Context: an optimization exercise on an open-source flow, tuned for small area, a short achievable clock period and few clock cycles per item. The choices shown serve that exercise and are no tape-out recipe. The RTL was checked by simulation tests, not by an equivalence proof against the original design. Power and IR drop assume default switching activity.

==> design/flow/standard.sh <==
#!/bin/bash
# synth_recipe.tcl (not shown) runs the flow's synth.tcl, then flattens the netlist and writes it again
# the make line also repeats each setting of config.mk as NAME=value (left out here)
make -C /OpenROAD-flow-scripts/flow DESIGN_CONFIG=/design/flow/config.mk WORK_HOME=/design/flow/orfs CLKGATE_MAP_FILE= SYNTH_SCRIPT=/design/flow/synth_recipe.tcl "${@:-finish}"
==> design/flow/constraint.sdc <==
create_clock -name core_clock -period 10.0 [get_ports {clk}]
set_input_delay 2.0000 -clock core_clock [delete_from_list [all_inputs] [get_ports {clk}]]
set_output_delay 2.0000 -clock core_clock [all_outputs]
set_load 0.01 [all_outputs]
==> design/flow/design.v <==
module nway_cache #(
  parameter int LINE_SIZE = 16,
  parameter int NUM_SETS  = 8,
  parameter int NUM_WAYS  = 4
) (
  input  logic                   clk,
  input  logic                   reset,
  input  logic                   is_input_valid,
  input  logic [31:0]            addr,
  input  logic                   mem_read,
  input  logic                   mem_write,
  input  logic [31:0]            din,
  output logic                   is_ready,
  output logic                   is_output_valid,
  output logic [31:0]            dout,
  output logic                   is_hit,
  output logic [31:0]            hit_count,
  output logic [31:0]            miss_count,
  output logic                   dm_is_input_valid,
  output logic [31:0]            dm_addr,
  output logic                   dm_mem_read,
  output logic                   dm_mem_write,
  output logic [8*LINE_SIZE-1:0] dm_din,
  input  logic                   dm_mem_ready,
  input  logic                   dm_is_output_valid,
  input  logic [8*LINE_SIZE-1:0] dm_dout
);
  localparam int LINES = 32;       
  localparam int QD = 8;           
  localparam int QW = 3;
  localparam int MD = 4;           
  localparam int MW = 2;
  localparam int FD = 4;           
  localparam int FW = 2;
  localparam logic [31:0] CNT_MAX = '1;
  logic [127:0] data_q [LINES];
  logic [24:0]  tag_q  [LINES];
  logic [1:0]   age_q  [LINES];
  logic [LINES-1:0] valid_q, dirty_q;
  logic        rdy_q, r1v_q, r1s_q;
  logic [29:0] r1a_q;              
  logic [31:0] r1d_q;
  logic [24:0] sn_tag_q [4];
  logic [1:0]  sn_age_q [4];
  logic [3:0]  sn_v_q, sn_d_q;
  logic [4:0]  q_line [QD];
  logic [1:0]  q_word [QD];
  logic        q_st   [QD];
  logic        q_hit  [QD];
  logic [31:0] q_din  [QD];
  logic [QW:0] qh_q, qt_q;
  logic [QD-1:0] qv_q;
  logic [4:0]    m_line  [MD];
  logic          m_wb    [MD];
  logic [24:0]   m_wbtag [MD];
  logic [24:0]   m_tag   [MD];
  logic [QD-1:0] m_mask  [MD];    
  logic [MW:0]   mh_q, mt_q;
  logic          wbdone_q;
  logic         dmv_q, dmw_q, dmr_q;
  logic [27:0]  dma_q;
  logic [127:0] dmd_q;
  logic [4:0]   f_line [FD];
  logic [FW:0]  fh_q, ft_q;
  logic [FW:0]  owed_q;     
  logic [QW:0]  fdone_q;    
  logic [QW:0]  qn_q;
  logic [MW:0]  mn_q;
  logic [FW:0]  fn_q;
  logic         qnz_q, qfull_q, mnz_q, mfull_q, ffull_q, owed_nz_q, fdone_nz_q, m_two_q, fnf_q;
  logic        ov_q, hit_q;
  logic [31:0] dout_q, hcnt_q, mcnt_q;
  logic [2:0]  t_set;
  logic [24:0] t_tag;
  logic [3:0]  s_v, s_d, hitv, vicv, wayv;
  logic [24:0] s_tag [4];
  logic [1:0]  s_age [4];
  logic [1:0]  t_age_new [4];
  logic [3:0]  t_v_new, t_d_new;
  logic [24:0] t_tag_new [4];
  logic        t_hit;
  logic [1:0]  t_hway, t_vic, t_way, t_ref;
  logic        t_wb;
  logic [24:0] t_wbtag;
  logic [4:0]  t_line;
  assign t_set = r1a_q[4:2];
  assign t_tag = r1a_q[29:5];
  always_comb begin
    for (int w = 0; w < 4; w++) begin
      s_tag[w] = sn_tag_q[w];
      s_age[w] = sn_age_q[w];
      s_v[w]   = sn_v_q[w];
      s_d[w]   = sn_d_q[w];
      hitv[w]  = s_v[w] && (s_tag[w] == t_tag);
    end
    t_hit  = |hitv;
    t_hway = {hitv[3] | hitv[2], hitv[3] | hitv[1]};
    if (!s_v[0])      t_vic = 2'd0;
    else if (!s_v[1]) t_vic = 2'd1;
    else if (!s_v[2]) t_vic = 2'd2;
    else if (!s_v[3]) t_vic = 2'd3;
    else begin
      t_vic = 2'd0;
      for (int w = 0; w < 4; w++) if (s_age[w] == 2'd3) t_vic = 2'(w);
    end
    for (int w = 0; w < 4; w++) vicv[w] = (t_vic == 2'(w));
    wayv    = t_hit ? hitv : vicv;
    t_way   = t_hit ? t_hway : t_vic;
    t_ref   = t_hit ? s_age[t_hway] : 2'd3;
    t_wb    = !t_hit && s_v[t_vic] && s_d[t_vic];
    t_wbtag = s_tag[t_vic];
    for (int w = 0; w < 4; w++) begin
      if (wayv[w])               t_age_new[w] = 2'd0;
      else if (s_age[w] < t_ref) t_age_new[w] = s_age[w] + 2'd1;
      else                       t_age_new[w] = s_age[w];
      t_v_new[w]   = s_v[w] || wayv[w];
      t_d_new[w]   = wayv[w] ? ((t_hit && s_d[w]) || r1s_q) : s_d[w];
      t_tag_new[w] = (wayv[w] && !t_hit) ? t_tag : s_tag[w];
    end
  end
  assign t_line = {t_set, t_way};
  logic [QW:0] qcnt;
  logic [MW:0] mcnt;
  logic        t_go;
  assign qcnt = qn_q;
  assign mcnt = mn_q;
  assign t_go = r1v_q && !qfull_q && !mfull_q;
  logic [MW-1:0] mh;
  logic [4:0]    e_line;
  logic          e_wb;
  logic          m_ne, hz, hz1, e1_wb, hs, m_pop, wb_hs, nh_sel;
  logic [MW-1:0] mh1, nh;
  logic [4:0]    e1_line, nh_line;
  logic          dmv_d, dmw_d, dmr_d;
  logic [FW:0]   fcnt;
  assign mh     = mh_q[MW-1:0];
  assign e_line = m_line[mh];
  assign e_wb   = m_wb[mh];
  assign m_ne   = mnz_q;
  assign fcnt   = fn_q;
  assign hz = |m_mask[mh];
  assign mh1     = mh + 1'b1;
  assign e1_line = m_line[mh1];
  assign e1_wb   = m_wb[mh1];
  assign hz1     = |m_mask[mh1];
  assign hs      = dmv_q && dm_mem_ready;
  assign m_pop   = hs && dmr_q;
  assign wb_hs   = hs && dmw_q;
  always_comb begin
    dmw_d  = 1'b0;
    dmr_d  = 1'b0;
    nh_sel = 1'b0;
    if (dmw_q) begin
      if (!dm_mem_ready) dmw_d = 1'b1;
      else               dmr_d = !ffull_q;
    end else if (dmr_q) begin
      if (!dm_mem_ready) dmr_d = 1'b1;
      else begin
        nh_sel = 1'b1;
        if (m_two_q && !hz1) begin
          dmw_d = e1_wb;
          dmr_d = !e1_wb && !fnf_q;
        end
      end
    end else if (m_ne && !hz) begin
      dmw_d = e_wb && !wbdone_q;
      dmr_d = !(e_wb && !wbdone_q) && !ffull_q;
    end
    dmv_d = dmw_d || dmr_d;
  end
  assign nh      = nh_sel ? mh1 : mh;
  assign nh_line = dmr_q ? e1_line : e_line;    
  logic [MW-1:0] mh_n, m_sel_idx;
  logic [4:0]    m_next_line;
  assign mh_n        = mh + MW'(m_pop);
  assign m_sel_idx   = dmr_d ? mh_n + 1'b1 : mh_n;
  assign m_next_line = (t_go && !t_hit && mt_q[MW-1:0] == m_sel_idx) ? t_line : m_line[m_sel_idx];
  always_comb begin
    for (int l = 0; l < LINES; l++) m_next_oh[l] = (m_next_line == 5'(l));
  end
  logic [QW-1:0] qh;
  logic [4:0]    h_line;
  logic [1:0]    h_word;
  logic          h_st, h_hit, h_valid;
  logic [31:0]   h_din;
  logic          fill_arr, h_filled, need_fill, fill_for_head, c_exec, merge;
  logic          st_want, ld_want, fw, fw_buf, st_write, fb_hold;
  logic [4:0]    f_tgt;
  logic [127:0]  fb_q, f_src;
  logic          fbv_q;
  assign qh       = qh_q[QW-1:0];
  logic [4:0]    hq_line;
  logic [1:0]    hq_word;
  logic          hq_st, hq_hit;
  logic [31:0]   hq_din;
  assign h_line   = hq_line;
  assign h_word   = hq_word;
  assign h_st     = hq_st;
  assign h_hit    = hq_hit;
  assign h_din    = hq_din;
  logic [LINES-1:0] hsel_q, msel_q, t_line_oh, q1_line_oh, m_next_oh;
  always_comb begin
    for (int l = 0; l < LINES; l++) begin
      t_line_oh[l]  = (t_set == 3'(l >> 2)) && wayv[l % 4];
      q1_line_oh[l] = (q_line[qh1] == 5'(l));
    end
  end
  logic [QW-1:0] qh1;
  logic          h_from_t, h_from_q;
  assign qh1      = qh + 1'b1;
  assign h_from_t = t_go && (c_exec ? (qt_q[QW-1:0] == qh1) : !qnz_q);
  assign h_from_q = c_exec && !h_from_t;
  always_ff @(posedge clk) begin
    if (h_from_t)      hsel_q <= t_line_oh;
    else if (h_from_q) hsel_q <= q1_line_oh;
    if (h_from_t) begin
      hq_line <= t_line;
      hq_word <= r1a_q[1:0];
      hq_st   <= r1s_q;
      hq_hit  <= t_hit;
      hq_din  <= r1d_q;
    end else if (h_from_q) begin
      hq_line <= q_line[qh1];
      hq_word <= q_word[qh1];
      hq_st   <= q_st[qh1];
      hq_hit  <= q_hit[qh1];
      hq_din  <= q_din[qh1];
    end
  end
  assign h_valid  = qnz_q;
  assign f_tgt    = f_line[fh_q[FW-1:0]];
  assign fill_arr      = dm_is_output_valid && owed_nz_q;
  assign h_filled      = fdone_nz_q;
  assign need_fill     = h_valid && !h_hit && !h_filled;
  assign fill_for_head = need_fill && (fbv_q || fill_arr);
  assign st_want       = h_valid && h_st && !need_fill;
  assign ld_want       = h_valid && !h_st && !need_fill;
  logic fw_p, fw_q;
  assign fw_p          = fbv_q && (need_fill || !st_want);
  assign fw_q          = need_fill || fbv_q || !st_want;
  assign fw            = fw_p || (fill_arr && fw_q);
  assign st_write      = st_want && !fw;
  assign c_exec        = fill_for_head || st_write || ld_want;
  assign merge         = fill_for_head && h_st;
  assign f_src         = fbv_q ? fb_q : dm_dout;
  assign fb_hold       = fbv_q ? (!fw || fill_arr) : (fill_arr && !fw);
  logic [31:0]  p_sel;
  logic [127:0] p_data;
  logic [31:0]  p_word;
  assign p_sel = hsel_q;
  always_comb begin
    p_data = '0;
    for (int l = 0; l < LINES; l++) begin
      p_data   = p_data | (data_q[l] & {128{p_sel[l]}});
    end
    p_word = p_data[32*h_word +: 32];
  end
  logic [127:0] w_data;
  logic [3:0]   w_hword, wsel0, wsel1, wsel;
  logic [LINES-1:0] f_hit;
  logic [3:0]   en0 [LINES];
  logic [3:0]   en1 [LINES];
  logic [3:0]   w_en [LINES];
  always_comb begin
    for (int i = 0; i < 4; i++) begin
      w_hword[i] = (h_word == 2'(i));
      wsel1[i]   = fw_q && !(need_fill && h_st && w_hword[i]);
      wsel0[i]   = fw_p && !(need_fill && fbv_q && h_st && w_hword[i]);
      wsel[i]    = fill_arr ? wsel1[i] : wsel0[i];
      w_data[32*i +: 32] = wsel[i] ? f_src[32*i +: 32] : h_din;
    end
    for (int l = 0; l < LINES; l++) begin
      f_hit[l] = (f_tgt == 5'(l));
      for (int i = 0; i < 4; i++) begin
        en1[l][i]  = (f_hit[l] && fw_q) || ((h_line == 5'(l)) && w_hword[i] && st_want && !fbv_q);
        en0[l][i]  = (f_hit[l] && fw_p) || ((h_line == 5'(l)) && w_hword[i] && st_want);
        w_en[l][i] = fill_arr ? en1[l][i] : en0[l][i];
      end
    end
  end
  always_ff @(posedge clk) begin
    for (int l = 0; l < LINES; l++) begin
      for (int i = 0; i < 4; i++) begin
        if (w_en[l][i])
          data_q[l][32*i +: 32] <= w_data[32*i +: 32];
      end
    end
  end
  logic accept, r1v_d, rdy_d;
  logic [QW:0] qcnt_d;
  logic [MW:0] mcnt_d;
  assign accept = rdy_q && is_input_valid && (mem_read || mem_write);
  assign r1v_d  = accept || (r1v_q && !t_go);
  logic [MW:0] mcons_d;
  logic [FW:0] fn_d, owed_d;
  logic [QW:0] fdone_d;
  assign qcnt_d  = qn_q + (QW+1)'(t_go) - (QW+1)'(c_exec);
  assign mcnt_d  = mn_q + (MW+1)'(t_go && !t_hit) - (MW+1)'(m_pop);
  assign mcons_d = mn_q + (MW+1)'(t_go) - (MW+1)'(m_pop);    
  assign fn_d    = fn_q + (FW+1)'(m_pop) - (FW+1)'(fw);
  assign owed_d  = owed_q + (FW+1)'(m_pop) - (FW+1)'(fill_arr);
  assign fdone_d = fdone_q + (QW+1)'(fw && !fill_for_head) - (QW+1)'(c_exec && !h_hit && h_filled);
  assign rdy_d   = !r1v_d || ((qcnt_d != QD) && (mcons_d != MD));
  logic [QD-1:0] q_retire, t_mask;
  always_comb begin
    for (int i = 0; i < QD; i++) begin
      q_retire[i] = c_exec && (qh == QW'(i));
      t_mask[i]   = qv_q[i] && !q_retire[i] && (q_line[i] == t_line);
    end
  end
  always_ff @(posedge clk) begin
    for (int j = 0; j < MD; j++) begin
      if (t_go && !t_hit && mt_q[MW-1:0] == MW'(j)) m_mask[j] <= t_mask;
      else m_mask[j] <= m_mask[j] & ~q_retire;
    end
  end
  always_ff @(posedge clk or posedge reset) begin
    if (reset) begin
      rdy_q    <= 1'b1;
      r1v_q    <= 1'b0;
      qh_q     <= '0;
      qt_q     <= '0;
      qv_q     <= '0;
      mh_q     <= '0;
      mt_q     <= '0;
      wbdone_q <= 1'b0;
      dmv_q    <= 1'b0;
      dmw_q    <= 1'b0;
      dmr_q    <= 1'b0;
      m_two_q  <= 1'b0;
      fnf_q    <= 1'b0;
      fh_q     <= '0;
      ft_q     <= '0;
      owed_q   <= '0;
      fdone_q  <= '0;
      qn_q     <= '0;
      mn_q     <= '0;
      fn_q     <= '0;
      qnz_q    <= 1'b0;
      qfull_q  <= 1'b0;
      mnz_q    <= 1'b0;
      mfull_q  <= 1'b0;
      ffull_q  <= 1'b0;
      owed_nz_q  <= 1'b0;
      fdone_nz_q <= 1'b0;
      fbv_q    <= 1'b0;
      ov_q     <= 1'b0;
      hcnt_q   <= '0;
      mcnt_q   <= '0;
      valid_q  <= '0;
      sn_v_q   <= '0;
      for (int w = 0; w < 4; w++) sn_age_q[w] <= '0;
      for (int l = 0; l < LINES; l++) age_q[l] <= '0;
    end else begin
      rdy_q <= rdy_d;
      if (rdy_q) begin
        for (int w = 0; w < 4; w++) begin
          if (t_go && t_set == addr[6:4]) begin
            sn_age_q[w] <= t_age_new[w];
            sn_v_q[w]   <= t_v_new[w];
          end else begin
            sn_age_q[w] <= age_q[{addr[6:4], 2'(w)}];
            sn_v_q[w]   <= valid_q[{addr[6:4], 2'(w)}];
          end
        end
      end
      r1v_q <= r1v_d;
      for (int i = 0; i < QD; i++) begin
        if (t_go && qt_q[QW-1:0] == QW'(i)) qv_q[i] <= 1'b1;
        else if (q_retire[i])              qv_q[i] <= 1'b0;
      end
      if (t_go) begin
        qt_q <= qt_q + 1'b1;
        for (int w = 0; w < 4; w++) begin
          valid_q[{t_set, 2'(w)}] <= t_v_new[w];
          age_q[{t_set, 2'(w)}]   <= t_age_new[w];
        end
        if (!t_hit) mt_q <= mt_q + 1'b1;
      end
      dmv_q <= dmv_d;
      dmw_q <= dmw_d;
      dmr_q <= dmr_d;
      if (wb_hs) wbdone_q <= 1'b1;
      if (m_pop) begin
        wbdone_q <= 1'b0;
        mh_q     <= mh_q + 1'b1;
        ft_q     <= ft_q + 1'b1;
      end
      owed_q     <= owed_d;
      owed_nz_q  <= (owed_d != 0);
      qn_q       <= qcnt_d;
      qnz_q      <= (qcnt_d != 0);
      qfull_q    <= (qcnt_d == QD);
      mn_q       <= mcnt_d;
      mnz_q      <= (mcnt_d != 0);
      mfull_q    <= (mcnt_d == MD);
      fn_q       <= fn_d;
      ffull_q    <= (fn_d == FD);
      fnf_q      <= (fn_d >= FD - 1);
      m_two_q    <= (mcnt_d >= 2);
      if (fw) fh_q <= fh_q + 1'b1;
      fbv_q   <= fb_hold;
      fdone_q    <= fdone_d;
      fdone_nz_q <= (fdone_d != 0);
      ov_q <= c_exec;
      if (c_exec) begin
        qh_q <= qh_q + 1'b1;
        if (h_hit) begin
          if (hcnt_q != CNT_MAX) hcnt_q <= hcnt_q + 32'd1;
        end else begin
          if (mcnt_q != CNT_MAX) mcnt_q <= mcnt_q + 32'd1;
        end
      end
    end
  end
  always_ff @(posedge clk) begin
    if (rdy_q) begin
      r1a_q <= addr[31:2];
      r1d_q <= din;
      r1s_q <= mem_write;
      for (int w = 0; w < 4; w++) begin
        if (t_go && t_set == addr[6:4]) begin
          sn_tag_q[w] <= t_tag_new[w];
          sn_d_q[w]   <= t_d_new[w];
        end else begin
          sn_tag_q[w] <= tag_q[{addr[6:4], 2'(w)}];
          sn_d_q[w]   <= dirty_q[{addr[6:4], 2'(w)}];
        end
      end
    end
    if (t_go) begin
      for (int w = 0; w < 4; w++) begin
        dirty_q[{t_set, 2'(w)}] <= t_d_new[w];
        if (wayv[w] && !t_hit) tag_q[{t_set, 2'(w)}] <= t_tag;
      end
      q_line[qt_q[QW-1:0]] <= t_line;
      q_word[qt_q[QW-1:0]] <= r1a_q[1:0];
      q_st[qt_q[QW-1:0]]   <= r1s_q;
      q_hit[qt_q[QW-1:0]]  <= t_hit;
      q_din[qt_q[QW-1:0]]  <= r1d_q;
      if (!t_hit) begin
        m_line[mt_q[MW-1:0]]  <= t_line;
        m_wb[mt_q[MW-1:0]]    <= t_wb;
        m_wbtag[mt_q[MW-1:0]] <= t_wbtag;
        m_tag[mt_q[MW-1:0]]   <= t_tag;
      end
    end
    dma_q <= dmw_d ? {m_wbtag[nh], m_line[nh][4:2]} : {m_tag[nh], m_line[nh][4:2]};
    msel_q <= m_next_oh;
    begin : m_read
      logic [127:0] md;
      md = '0;
      for (int l = 0; l < LINES; l++) md = md | (data_q[l] & {128{msel_q[l]}});
      dmd_q <= md;
    end
    if (m_pop) f_line[ft_q[FW-1:0]] <= e_line;
    if (fill_arr) fb_q <= dm_dout;
    hit_q  <= h_hit;
    dout_q <= fill_for_head ? f_src[32*h_word +: 32] : p_word;
  end
  assign is_ready          = rdy_q;
  assign is_output_valid   = ov_q;
  assign is_hit            = hit_q;
  assign dout              = dout_q;
  assign hit_count         = hcnt_q;
  assign miss_count        = mcnt_q;
  assign dm_is_input_valid = dmv_q;
  assign dm_addr           = {dma_q, 4'b0000};
  assign dm_mem_read       = dmr_q;
  assign dm_mem_write      = dmw_q;
  assign dm_din            = dmd_q;
endmodule
==> design/flow/flow/run.sh <==
#!/bin/bash
set -uo pipefail
bash standard.sh synth floorplan > flow_part1_synth_floorplan.log 2>&1 || exit 1
sed 's/SETUP_SLACK_MARGIN=5 /SETUP_SLACK_MARGIN=6.4 /' standard.sh > standard_tight.sh
if grep -q 'SETUP_SLACK_MARGIN=6.4 ' standard_tight.sh; then
  bash standard_tight.sh > flow_part2_place_to_finish.log 2>&1 || exit 1
else
  bash standard.sh > flow_part2_place_to_finish.log 2>&1 || exit 1
fi
==> design/flow/config.mk <==
export PLATFORM = sky130hd
export DESIGN_NAME = nway_cache
export DESIGN_NICKNAME = nway_cache
export VERILOG_FILES = /design/flow/design.v
export SDC_FILE = /design/flow/constraint.sdc
export NUM_CORES = 4
export LEC_CHECK = 0
export CAP_MARGIN = 20
export CORE_MARGIN = 2
export CORE_UTILIZATION = 55
export CTS_CLUSTER_DIAMETER = 70
export CTS_CLUSTER_SIZE = 30
export PLACE_DENSITY = 0.65
export SETUP_SLACK_MARGIN = 5
export SLEW_MARGIN = 40
==> reports/metrics.csv, run 1 <==
stage,metric,value,unit
global_route,grt_first_pass_wirelength,1527000,um
pwr,powerDensity,329.2,mW/mm^2
logic_synthesis,yosys_warnings,13,
placed_design,port_buffers,454,
floorplan,dieArea,0.4740,mm^2
hold_path,holdPathEnd,m_mask[0][7],
cells_and_area,nFillCells,32879,
global_route,grt_start_max_net_pins,139,
sta,slew_headroom,26.51,%
global_route,grt_antenna_before_repair,118,
floorplan,ios,461,
critical_path,worstRegToRegCells,8,
sta,finalSetupViolations,0,
pwr,cellLeakagePower,0.09475,uW
logic_synthesis,ys_seq_area_share,72.56,%
routing,vias_per_cell,8.449,
logic_synthesis,syn_inst,16032,
logic_synthesis,yosysMostFrequentCell,edfxtp_1,
cells_and_area,stdcell_count,23384,
critical_path,required,11090,ps
cells_and_area,nets,16940,
critical_path,regToRegSetupSlack,6120,ps
placed_design,place_hpwl,601200,um
floorplan,row_count,251,
clock_network,htree_levels,5,
global_route,gr-usage-met1,58.80,%
hold_path,hold_depth,2,
critical_path,rr_startpoint,hsel_q[4],
logic_synthesis,synth.avg_cell_area,16.07,um^2
clock_network,clock-sinks,6349,
logic_synthesis,synth.top_cell.area_share,68.38,%
cells_and_area,final-seq-area,0.1874,mm^2
critical_path,regToRegEndpoint,dout_q[30],
critical_path,crit_path_end_kind,register,
sta,tightest_slew,1102,ps
critical_path,worstSetupStartpointType,register,
routing,wl_per_cell,49.89,um
logic_synthesis,async_flop_share,3.591,%
routing,drt_iter0_drc,46146,
global_route,overflow,0,
routing,drt_wl_total,1167000,um
global_route,busiest_layer,met2,
sta,rsz0062_at_grt,yes,
pwr,p_seq_share,41.0,%
sta,fmax,258.0,MHz
cells_and_area,fin_util,63.75,%
pwr,comb_power_share,39.9,%
job,drv_cap,0,
logic_synthesis,synth.top_cells.by_area,"edfxtp_1, a22oi_1, mux4_2, a22o_1, a221oi_1",
pwr,peakVddDrop,0.3333,mV
logic_synthesis,synth_edf_count,5868,
floorplan,start_util,55.18,%
clock_network,clock_path_buffers,4,
global_route,grtUsageMet2,63.46,%
clock_network,numCtsBuffers,369,
logic_synthesis,synth-main-ff-cell,edfxtp_1,
floorplan,chipHeight,688.5,um
floorplan,core_area,0.4670,mm^2
logic_synthesis,ys_types,86,
hold_path,min-delay-start,m_mask[0][7],
placed_design,dpl.cell_count,22123,
routing,drc,0,
cells_and_area,layout-drive-gt1-share,18.85,%
clock_network,clk_pin_slew,110,ps
critical_path,crit_arrival,4960,ps
clock_network,cts_tree,yes,
pwr,switching_power,41790,uW
routing,firstDrtPassIters,14,
global_route,grt_pass1_vias,179998,
critical_path,critPathKind,register to register,
logic_synthesis,synth_common_cells,"edfxtp_1, a22oi_1, clkbuf_1",
pwr,internal_power,56200,uW
clock_network,insertion_delay,1170,ps
sta,drv_slew,0,
cells_and_area,area_growth,15.52,%
cells_and_area,multiInputGateArea,0.07129,mm^2
sta,finalClockSkew,124.8,ps
global_route,grt_util_all_layers,47.57,%
logic_synthesis,yosys.area.top_type,edfxtp_1,
critical_path,cp_max_fo,28,
clock_network,ctsHoldBuffers,0,
routing,ant_nets,0,
sta,min_period,3876,ps
sta,final.period_utilization,38.76,%
pwr,swShare,42.65,%
global_route,grt_util_met3,24.74,%
logic_synthesis,netlist_area,0.2577,mm^2
sta,setup_tns,0,ps
pwr,power_frac_clock,19.2,%
floorplan,chipWidth,688.5,um
hold_path,hold_path.class,register to register,
logic_synthesis,synth.ff_latch_count,6349,
sta,final_hold_viol_count,0,
clock_network,root_buffer,clkbuf_16,
routing,vias,197567,
status,status,timing/DRC/antenna clean,
placed_design,place_congestion,0.9614,
==> layer usage <==
metal  vias to the layer above  part of all wire (%)
met5                         -                  0.15
met2                     24817                    39
met3                      7354                    20
met1                     96010                    31
li1                      69308                     -
met4                        78                    10
==> power groups by stage <==
stage	Clock, uW	Combinational [uW]	Sequential (uW)
after CTS	18600	34900	39900
after global routing	19500	38300	40300
after detailed placement	0	33700	40500
after floorplan	0	16500	39500
after global placement	0	32500	40700
final	18800	39100	40100
==> repair_timing <==
action | in CTS | in global routing
cloned | 44 | 13
buffers inserted | 209 | 107
pin swaps | 67 | 86
resized for setup | 1712 | 281
endpoints found under the setup margin | 9740 | 2454
==> cells by family (layout without fill, tap and decap cells) <==
family	after synthesis	in the layout	share of synthesized area, %
mux	725	725	4.784
simple gates	2300	2302	4.767
compound gates	5050	5067	14.82
xor+xnor	234	234	0.7953
fa+ha+maj	67	67	0.3409
other cells	1	200	0.001455
buf+inv	1306	2242	1.928
flops	6349	6349	72.56
==> worst max path at each step <==
stage,start,endpoint,slack [ps]
after floorplan,dm_is_output_valid,data_q[0][32],4210
after global placement,dm_is_output_valid,data_q[31][109],3820
after detailed placement,dm_is_output_valid,data_q[5][111],3740
after CTS,rdy_q,is_ready,6060
after global routing,mh_q[1],msel_q[26],6050
final,hsel_q[4],dout_q[30],6120
==> worst max-delay path, stage by stage, from the launching register on <==
cell,delay [ps]
edfxtp_1,340
buf_4,650
buf_4,720
buf_4,510
a22oi_1,180
nand4_1,160
nor4_1,70
a21oi_1,590
mux4_2,510
==> layout by cell type, fill, tap and decap left out, types with 238 or more instances in the layout <==
master | netlist | layout
a221oi_1 | 773 | 772
clkbuf_16 | 0 | 391
mux2i_1 | 283 | 246
a22o_1 | 786 | 786
nand4_1 | 680 | 680
buf_4 | 5 | 566
edfxtp_1 | 5868 | 5868
nand3_1 | 368 | 352
nand2_1 | 552 | 525
mux4_2 | 401 | 401
a22oi_1 | 2572 | 2568
o21ai_0 | 475 | 238
==> registers in the layout, indices dropped and copies added, names as in the netlist, 40 cells and up <==
name	flops
m_tag	100
m_wbtag	100
q_din	256
q_line	40
age_q	64
tag_q	800
fb_q	128
sn_tag_q	100
data_q	4096
dmd_q	128
==> per-stage QoR <==
stage	cell area [um^2]	hold slack (ps)	total power [uW]	setup WS, ps
final	297700	476.6	98000	6124
after global routing	297300	497.8	98060	6049
after CTS	294400	478.7	93420	6060
after detailed placement	276000	458.0	74170	3745
after global placement	272900	445.6	73180	3824
after floorplan	258500	424.7	56060	4210
==> final cells by class <==
cell class | count | share of cell area, %
Timing Repair inverter | 1 | 0.002102
Antenna cell | 196 | 0.1648
Inverter | 85 | 0.1202
Clock inverter | 286 | 1.490
Sequential cell | 6349 | 62.95
Timing Repair Buffer | 1471 | 5.495
Clock buffer | 399 | 3.228
Multi-Input combinational cell | 8399 | 23.95
Tap cell | 6198 | 2.605
Testbench counts, summed over its fixed seeds: cycles 12,100, requests 12,000.
==> run 2, diff against run 1 <==
--- a/design/flow/design.v
+++ b/design/flow/design.v
@@ -317,5 +317,4 @@
   always_ff @(posedge clk or posedge reset) begin
     if (reset) begin
-      rdy_q    <= 1'b1;
       r1v_q    <= 1'b0;
       qh_q     <= '0;
@@ -353,5 +352,4 @@
       for (int l = 0; l < LINES; l++) age_q[l] <= '0;
     end else begin
-      rdy_q <= rdy_d;
       if (rdy_q) begin
         for (int w = 0; w < 4; w++) begin
@@ -414,4 +412,5 @@
     end
   end
+  always_ff @(posedge clk) rdy_q <= rdy_d;
   always_ff @(posedge clk) begin
     if (rdy_q) begin
==> design/flow/run.sh (new file) <==
#!/bin/bash
# synth_recipe.tcl (not shown) runs the flow's synth.tcl, then flattens the netlist and writes it again
# the make line also repeats each setting of config.mk as NAME=value (left out here)
make -C /OpenROAD-flow-scripts/flow DESIGN_CONFIG=/design/flow/config.mk WORK_HOME=/design/flow/orfs CLKGATE_MAP_FILE= SYNTH_SCRIPT=/design/flow/synth_recipe.tcl finish
--- a/design/flow/config.mk
+++ b/design/flow/config.mk
@@ -8,8 +8,6 @@
 export CAP_MARGIN = 20
 export CORE_MARGIN = 2
-export CORE_UTILIZATION = 55
-export CTS_CLUSTER_DIAMETER = 70
-export CTS_CLUSTER_SIZE = 30
-export PLACE_DENSITY = 0.65
+export CORE_UTILIZATION = 35
+export PLACE_DENSITY = 0.5
 export SETUP_SLACK_MARGIN = 5
 export SLEW_MARGIN = 40
removed: design/flow/flow/run.sh
removed: design/flow/standard.sh
==> run 2 against run 1 <==
- still clean
- power grew 6.1%
- die area grew 57%
- non-clock buffer count shrank 281
- first-iteration DRC count shrank 12%
- synthesized cell count grew 0.46%
- register-to-register slack lost 960 ps
- combinational power shrank 4%
- core utilization shrank 22 points
- clock power grew 38%
- worst setup slack lost 1200 ps
- critical endpoint is now fdone_nz_q
==> reports/metrics.csv, run 2 <==
stage,metric,value,unit,change
clock_network,ctsHoldBuffers,0,,unchanged
status,status,timing/DRC/antenna clean,,
sta,final.period_utilization,50.72,%,+12 points
pwr,cellLeakagePower,0.09630,uW,+1.6%
logic_synthesis,netlist_area,0.2581,mm^2,+0.18%
pwr,p_seq_share,38.9,%,-2.1 points
global_route,grt_start_max_net_pins,110,,-21%
critical_path,required,11000,ps,-90 ps
clock_network,clock_path_buffers,4,,unchanged
logic_synthesis,synth.ff_latch_count,6349,,unchanged
clock_network,numCtsBuffers,692,,+88%
logic_synthesis,yosysMostFrequentCell,edfxtp_1,,
logic_synthesis,synth_common_cells,"edfxtp_1, a22oi_1, clkbuf_1",,
sta,final_hold_viol_count,0,,unchanged
cells_and_area,final-seq-area,0.1871,mm^2,-0.15%
logic_synthesis,yosys.area.top_type,edfxtp_1,,
routing,drt_wl_total,1268000,um,+8.7%
clock_network,cts_tree,yes,,
sta,setup_tns,0,ps,unchanged
logic_synthesis,synth.avg_cell_area,16.03,um^2,-0.28%
routing,vias,193272,,-2.2%
critical_path,crit_path_end_kind,register,,
cells_and_area,multiInputGateArea,0.07019,mm^2,-1.5%
routing,ant_nets,0,,unchanged
routing,vias_per_cell,7.064,,-16%
routing,drc,0,,unchanged
critical_path,cp_max_fo,8,,-71%
clock_network,clk_pin_slew,60,ps,-50 ps
placed_design,port_buffers,454,,unchanged
clock_network,htree_levels,6,,+1
global_route,grt_pass1_vias,180561,,+0.31%
cells_and_area,layout-drive-gt1-share,15.52,%,-3.3 points
global_route,grt_antenna_before_repair,158,,+34%
critical_path,cp_slowest_cell,maj3_1,,
critical_path,worstSetupStartpointType,primary input,,
job,drv_cap,0,,unchanged
cells_and_area,fin_util,41.56,%,-22 points
placed_design,place_hpwl,692400,um,+15%
pwr,internal_power,61800,uW,+10%
critical_path,critPathTopFamily,adder cells,,
logic_synthesis,ys_seq_area_share,72.43,%,-0.13 points
cells_and_area,mostFrequentLayoutCell,edfxtp_1,,
cells_and_area,area_growth,18.41,%,
pwr,switching_power,42220,uW,+1.0%
logic_synthesis,async_flop_share,3.575,%,-0.016 points
placed_design,place_congestion,0.9260,,-3.7%
floorplan,start_util,35.10,%,-20 points
cells_and_area,nFillCells,65951,,+100%
clock_network,clock-sinks,6349,,unchanged
floorplan,dieArea,0.7444,mm^2,+57%
floorplan,core_area,0.7354,mm^2,+57%
global_route,grt_first_pass_wirelength,1659000,um,+8.6%
critical_path,critical_path.most_common_cell,inv_1,,
clock_network,root_buffer,clkbuf_16,,
global_route,overflow,0,,unchanged
pwr,powerDensity,340.3,mW/mm^2,+3.4%
sta,drv_slew,0,,unchanged
logic_synthesis,synth-main-ff-cell,edfxtp_1,,
logic_synthesis,ys_types,92,,+7.0%
critical_path,max_stage_delay,670,ps,-50 ps
pwr,peakVddDrop,0.2720,mV,-18%
floorplan,chipWidth,862.8,um,+25%
critical_path,path_cells,clkdlybuf4s50_1 -> and2_4 -> maj3_1 -> buf_4 -> a21boi_0 -> ha_1 -> inv_1 -> fa_1 -> inv_1 -> or4_1,,
sta,finalSetupViolations,0,,unchanged
cells_and_area,final_cell_mix,"edfxtp_1, a22oi_1, a22o_1",,
routing,wl_per_cell,46.34,um,-7.1%
sta,tightest_slew,1177,ps,+74.09 ps
sta,slew_headroom,21.57,%,-4.9 points
sta,min_period,5072,ps,+1196 ps
critical_path,critPathKind,primary input to register,,
logic_synthesis,yosys_warnings,13,,unchanged
logic_synthesis,synth_edf_count,5868,,unchanged
placed_design,dpl.cell_count,25871,,+17%
routing,drt_iter0_drc,40454,,-12%
floorplan,ios,461,,unchanged
logic_synthesis,synth.top_cells.by_area,"edfxtp_1, a22oi_1, mux4_2, a22o_1, a221oi_1",,
placed_design,dp_worst_setup_slack,3722,ps,-22.83 ps
clock_network,insertion_delay,1230,ps,+60 ps
pwr,power_frac_clock,24.9,%,+5.7 points
sta,fmax,197.2,MHz,-24%
logic_synthesis,syn_inst,16106,,+0.46%
hold_path,hold_path.class,register to register,,
floorplan,chipHeight,862.8,um,+25%
pwr,swShare,40.59,%,-2.1 points
pwr,comb_power_share,36.2,%,-3.7 points
logic_synthesis,synth.top_cell.area_share,68.26,%,-0.12 points
cells_and_area,nets,17022,,+0.48%
sta,rsz0062_at_grt,no,,
floorplan,row_count,315,,+25%
sta,layout_setup_ws,4928,ps,-1196 ps
critical_path,crit_arrival,6070,ps,+1110 ps
sta,finalClockSkew,132.6,ps,+7.805 ps
global_route,grt_util_all_layers,32.52,%,-15 points
critical_path,crit_buf_inv,4,,+1
routing,firstDrtPassIters,11,,-3
cells_and_area,stdcell_count,27362,,+17%
cells_and_area,largest_reg_flops,4096,,unchanged
cells_and_area,regMostFlops,data_q,,
==> run 2: layout make-up <==
cell class	instances	area share, %
Antenna cell	189	0.1547
Clock buffer	907	6.103
Clock inverter	375	1.307
Inverter	89	0.1126
Multi-Input combinational cell	8436	22.96
Sequential cell	6349	61.21
Tap cell	9827	4.022
Timing Repair Buffer	1190	4.128
==> run 2: worst paths after layout <==
path / depth (start not counted) / to / startpoint / slack, ps
setup / recovery: 10 / fdone_nz_q / dm_is_output_valid / 4930
hold / removal: 2 / m_mask[2][7] / m_mask[2][7] / 470
setup reg to reg: 10 / data_q[13][70] / hq_hit / 5160
hold reg to reg: 2 / m_mask[2][7] / m_mask[2][7] / 470
max in group asynchronous: 4 / qh_q[0] / reset / 7220
min in group asynchronous: 2 / hcnt_q[3] / reset / 1140
==> run 2: kinds of logic after synthesis <==
family / count (synthesis) / synth area share [%]
AOI/OAI and AO/OA: 5058 / 14.81
and+or+nand+nor: 2340 / 4.836
adders and majority gates: 67 / 0.3403
DFF: 6349 / 72.43
muxes: 737 / 4.847
other: 1 / 0.001453
xor gates and xnor gates: 229 / 0.7770
buffers and inverters: 1325 / 1.957
==> run 2: per-stage QoR <==
step | power (uW) | cell area, um^2 | hold slack [ps]
2_1_floorplan | 55970 | 259100 | 432.4
3_3_place_gp | 75170 | 278400 | 449.4
3_5_place_dp | 76070 | 282100 | 458.7
4_1_cts | 101700 | 304800 | 468.3
5_1_grt | 105300 | 305400 | 479.6
6_report | 104000 | 305700 | 465.4
==> run 2: power groups by stage <==
stage | Combinational (uW) | Sequential [uW] | Clock, uW
finish | 37600 | 40500 | 25900
global route | 37500 | 40600 | 27100
CTS | 35300 | 40300 | 26000
detailed placement | 35200 | 40800 | 0
global placement | 34100 | 41000 | 0
floorplan | 16400 | 39600 | 0
==> run 2: routing by layer <==
layer | global-route usage (%) | part of all wire, %
met1 | 41.91 | 35
met2 | 45.06 | 40
met3 | 13.62 | 16
met4 | 20.51 | 7.9
met5 | 0.4445 | 0.082
==> run 2: timing repair <==
item | CTS | global route
setup buffers | 7 | 6
endpoints found under the setup margin | 609 | 248
resized for setup | 7 | 12
hold endpoints to repair | 0 | 0
cloned | 1 | 0
pin swaps | 1 | 1
==> run 2: worst min-delay path: stages, from the launching register on <==
cell and delay [ps]:
dfxtp_1 310, nand2_1 50, mux2i_1 50
Testbench counts of run 2, summed over its fixed seeds: cycles 12,100, requests 12,000.

==> separate check: timing with driven ports <==
How much do the figures lean on ideal ports? The routed layouts below were timed once more, with nothing changed but the port constraints.
Step 1, drivers: a clkbuf_16 drives clk and a buf_2 each remaining input, both assumed.
Step 2 times the ports against the registers' clock, not the clock port: input delays grow and output delays shrink by t, the midpoint of the rising clock arrivals with the driver on.
Three values: ideal, step 1, step 2; two values: the first two.
run	shift t [ns]	setup slack, ns	worst data-port slew with drivers (ns)	pins driven straight from the clock port
run 1	1.237	6.124 / 6.004 / 5.059	0.26	1
run 2	1.329	4.928 / 4.902 / 3.574	0.26	1
After both steps every run listed still meets setup and hold. The setup slack of run 2, which loses most, moves by -0.026 ns with the drivers and by -1.354 ns with both steps.
